Background: an optimization exercise with open tools, aiming at small area, a short achievable clock period and few clock cycles per item. Do not read the settings as production practice.
Power figures rest on the tool's default switching activity, not on a simulated workload.

Setup of run E:
// scmcv_top
module scmcv_top (
   input  logic        clock,
   input  logic        reset,
   input  logic        start,
   output logic        busy,
   input  logic [1:0]  req_cmd,
   input  logic [15:0] req_target_cv,
   input  logic [3:0]  req_target_knob,
   input  logic [15:0] req_current_cv,
   input  logic [3:0]  req_current_knob,
   input  logic [15:0] req_morph_cv,
   input  logic [14:0] req_morph_knob,
   input  logic [15:0] req_type_buttons,
   input  logic [15:0] req_focus_mask,
   input  logic [3:0]  req_scene_slot,
   input  logic [3:0]  req_channel_slot,
   input  logic [14:0] req_write_value,
   output logic        rsp_strobe,
   output logic [3:0]  rsp_channel,
   output logic [15:0] rsp_cv_out,
   output logic        rsp_type_light,
   output logic        rsp_last,
   input  logic        psel,
   input  logic        penable,
   input  logic        pwrite,
   input  logic [2:0]  paddr,
   input  logic [31:0] pwdata,
   output logic [31:0] prdata,
   output logic        pready
);
Size in the first run: about 4400 flip-flops, roughly 230 I/O pins, roughly 130000 sq um of cells after synthesis.
==> flow/config.mk <==
export PLATFORM = sky130hd
export DESIGN_NAME = scmcv_top
export DESIGN_NICKNAME = scmcv_top
export VERILOG_FILES = /design/flow/design.v
export SDC_FILE = /design/flow/constraint.sdc
export NUM_CORES = 4
export LEC_CHECK = 0
export CAP_MARGIN = 20
export CORE_MARGIN = 2
export CORE_UTILIZATION = 35
export PLACE_DENSITY = 0.55
export SLEW_MARGIN = 20
export SYNTH_MEMORY_MAX_BITS = 16384
==> flow/constraint.sdc <==
create_clock -name core_clock -period 12.0 [get_ports {clock}]
set_input_delay 2.4000 -clock core_clock [delete_from_list [all_inputs] [get_ports {clock}]]
set_output_delay 2.4000 -clock core_clock [all_outputs]
set_load 0.01 [all_outputs]
run.sh (not shown) runs the stock make flow with config.mk's settings and CLKGATE_MAP_FILE= SYNTH_SCRIPT=/design/flow/synth_recipe.tcl, a recipe that flattens the netlist after the stock synthesis.
Input-level comparison between run A and run E:
==> flow/flow/run.sh (new file) <==
#!/bin/bash
# Standard ORFS layout, with repair_timing aiming below the design's period.
# Synthesis is the standard synthesis; the later steps are the standard
# steps with a setup margin (SETUP_SLACK_MARGIN) so that timing repair keeps
# working past the clock period's own target.
set -euo pipefail
MARGIN=$(cat flow/margin.txt)
bash standard.sh synth > synth.log 2>&1
bash standard.sh SETUP_SLACK_MARGIN=$MARGIN finish > layout.log 2>&1
==> flow/flow/margin.txt (new file) <==
5.0
==> flow/standard.sh (new file) <==
#!/bin/bash
# synth_recipe.tcl (not shown) runs the flow's synth.tcl, then flattens the netlist and writes it again
# the make line also repeats each setting of config.mk as NAME=value (left out here)
make -C /OpenROAD-flow-scripts/flow DESIGN_CONFIG=/design/flow/config.mk WORK_HOME=/design/flow/orfs CLKGATE_MAP_FILE= SYNTH_SCRIPT=/design/flow/synth_recipe.tcl "${@:-finish}"
removed: flow/run.sh
## What came out
- Setup slack: run A more than run E
- Relative to run E, the detailed-routing wirelength on met1 measured on run A has decreased slightly.
- Number of design rule violations left after detail routing came out exactly the same in run E and run A.
- When run A is measured against run E, its part of the power in the clock network turns out 0.6 points higher.
- On global-route wire length before repair, run E loses to run A.
- In run A, the depth of the critical timing path with buffers and inverters included came out about 7% above the value in run E.
- Diff run E -> run A | final-layout fill cell count | decrease of 0.96%
- Run A — clock network area share 0.20 points higher, run E as reference
- Multi-input logic area | run A above run E
No functional check of the RTL was part of any run of this note.

* * *

Another version of the RTL of scmcv_top (not shown whole).
Size: about 9500 cells after synthesis, ~4700 flip-flops, ~230 I/O pins, about 0.13 mm2 of cells after synthesis.
Settings: LEC_CHECK=0, CAP_MARGIN=20, CORE_MARGIN=2, CORE_UTILIZATION=35, PLACE_DENSITY=0.55, SLEW_MARGIN=20, SYNTH_MEMORY_MAX_BITS=16384; clock period 12.0 ns.
standard.sh (not shown) runs the stock make flow with config.mk's settings and CLKGATE_MAP_FILE= SYNTH_SCRIPT=/design/flow/synth_recipe.tcl, a recipe that flattens the netlist after the stock synthesis.
==> flow/flow/run.sh <==
#!/bin/bash
# ORFS layout: the standard synthesis, then the standard steps with a setup
# margin (timing repair keeps working below the period) and larger clock-sink clusters.
set -euo pipefail
bash standard.sh synth > synth.log 2>&1
bash standard.sh SETUP_SLACK_MARGIN=8.0 CTS_BUF_LIST=sky130_fd_sc_hd__clkbuf_16 CTS_CLUSTER_SIZE=28 CTS_CLUSTER_DIAMETER=80 finish > layout.log 2>&1
The first run finished clean.
Rerun with:
==> flow/flow/run.sh (replaced) <==
#!/bin/bash
# ORFS layout: the standard synthesis, then the standard steps with a setup
# margin (timing repair keeps working below the period) and larger clock-sink clusters.
set -euo pipefail
bash standard.sh synth > synth.log 2>&1
bash standard.sh SETUP_SLACK_MARGIN=8.0 CTS_BUF_LIST=sky130_fd_sc_hd__clkbuf_16 CTS_CLUSTER_SIZE=20 CTS_CLUSTER_DIAMETER=60 finish > layout.log 2>&1
After rerunning: Synthesized cell count does not change; design area grows by 2.6%; routed wire length is higher by 0.85%; power rose by 10%; register-to-register slack loses 20 ps; area after synthesis stays the same; die area is unchanged; cell count came out higher by 1.5%.
Function was not checked in any run of this note: the RTL went through the layout flow alone.

static timing again, ports no longer ideal:
How much do the figures lean on ideal ports? The routed layouts below were timed once more, with nothing changed but the port constraints.
Step 1: set_driving_cell puts a clkbuf_16 on clock and a buf_2 on each other input, an assumption about the parent block.
Step 2 moves the port delays by t, midway between the first and last clock arrival at a register: inputs arrive t later, outputs are due t later. That takes back most of the time a late clock gives input paths.
Slacks: no drivers / after step 1 / after step 2; pairs: no drivers / after step 1.
| run | shift t [ns] | setup WS [ns] | worst setup path at the end | worst register clock-pin slew, ns |
|---|---|---|---|---|
| run E | 0.975 | 3.126 / 3.126 / 3.126 | register to register | 0.08 / 0.08 |
| run A | 0.949 | 4.464 / 4.464 / 4.464 | register to register | 0.08 / 0.08 |
| the first run of note 2 | 1.002 | 7.151 / 7.218 / 6.217 | input to register | 0.11 / 0.11 |
| the second run of note 2 | 1.006 | 7.233 / 7.304 / 6.298 | input to register | 0.09 / 0.09 |
After both steps every run listed still meets setup and hold. The setup slack of the second run of note 2, which loses most, moves by +0.071 ns with the drivers and by -0.935 ns with both steps.
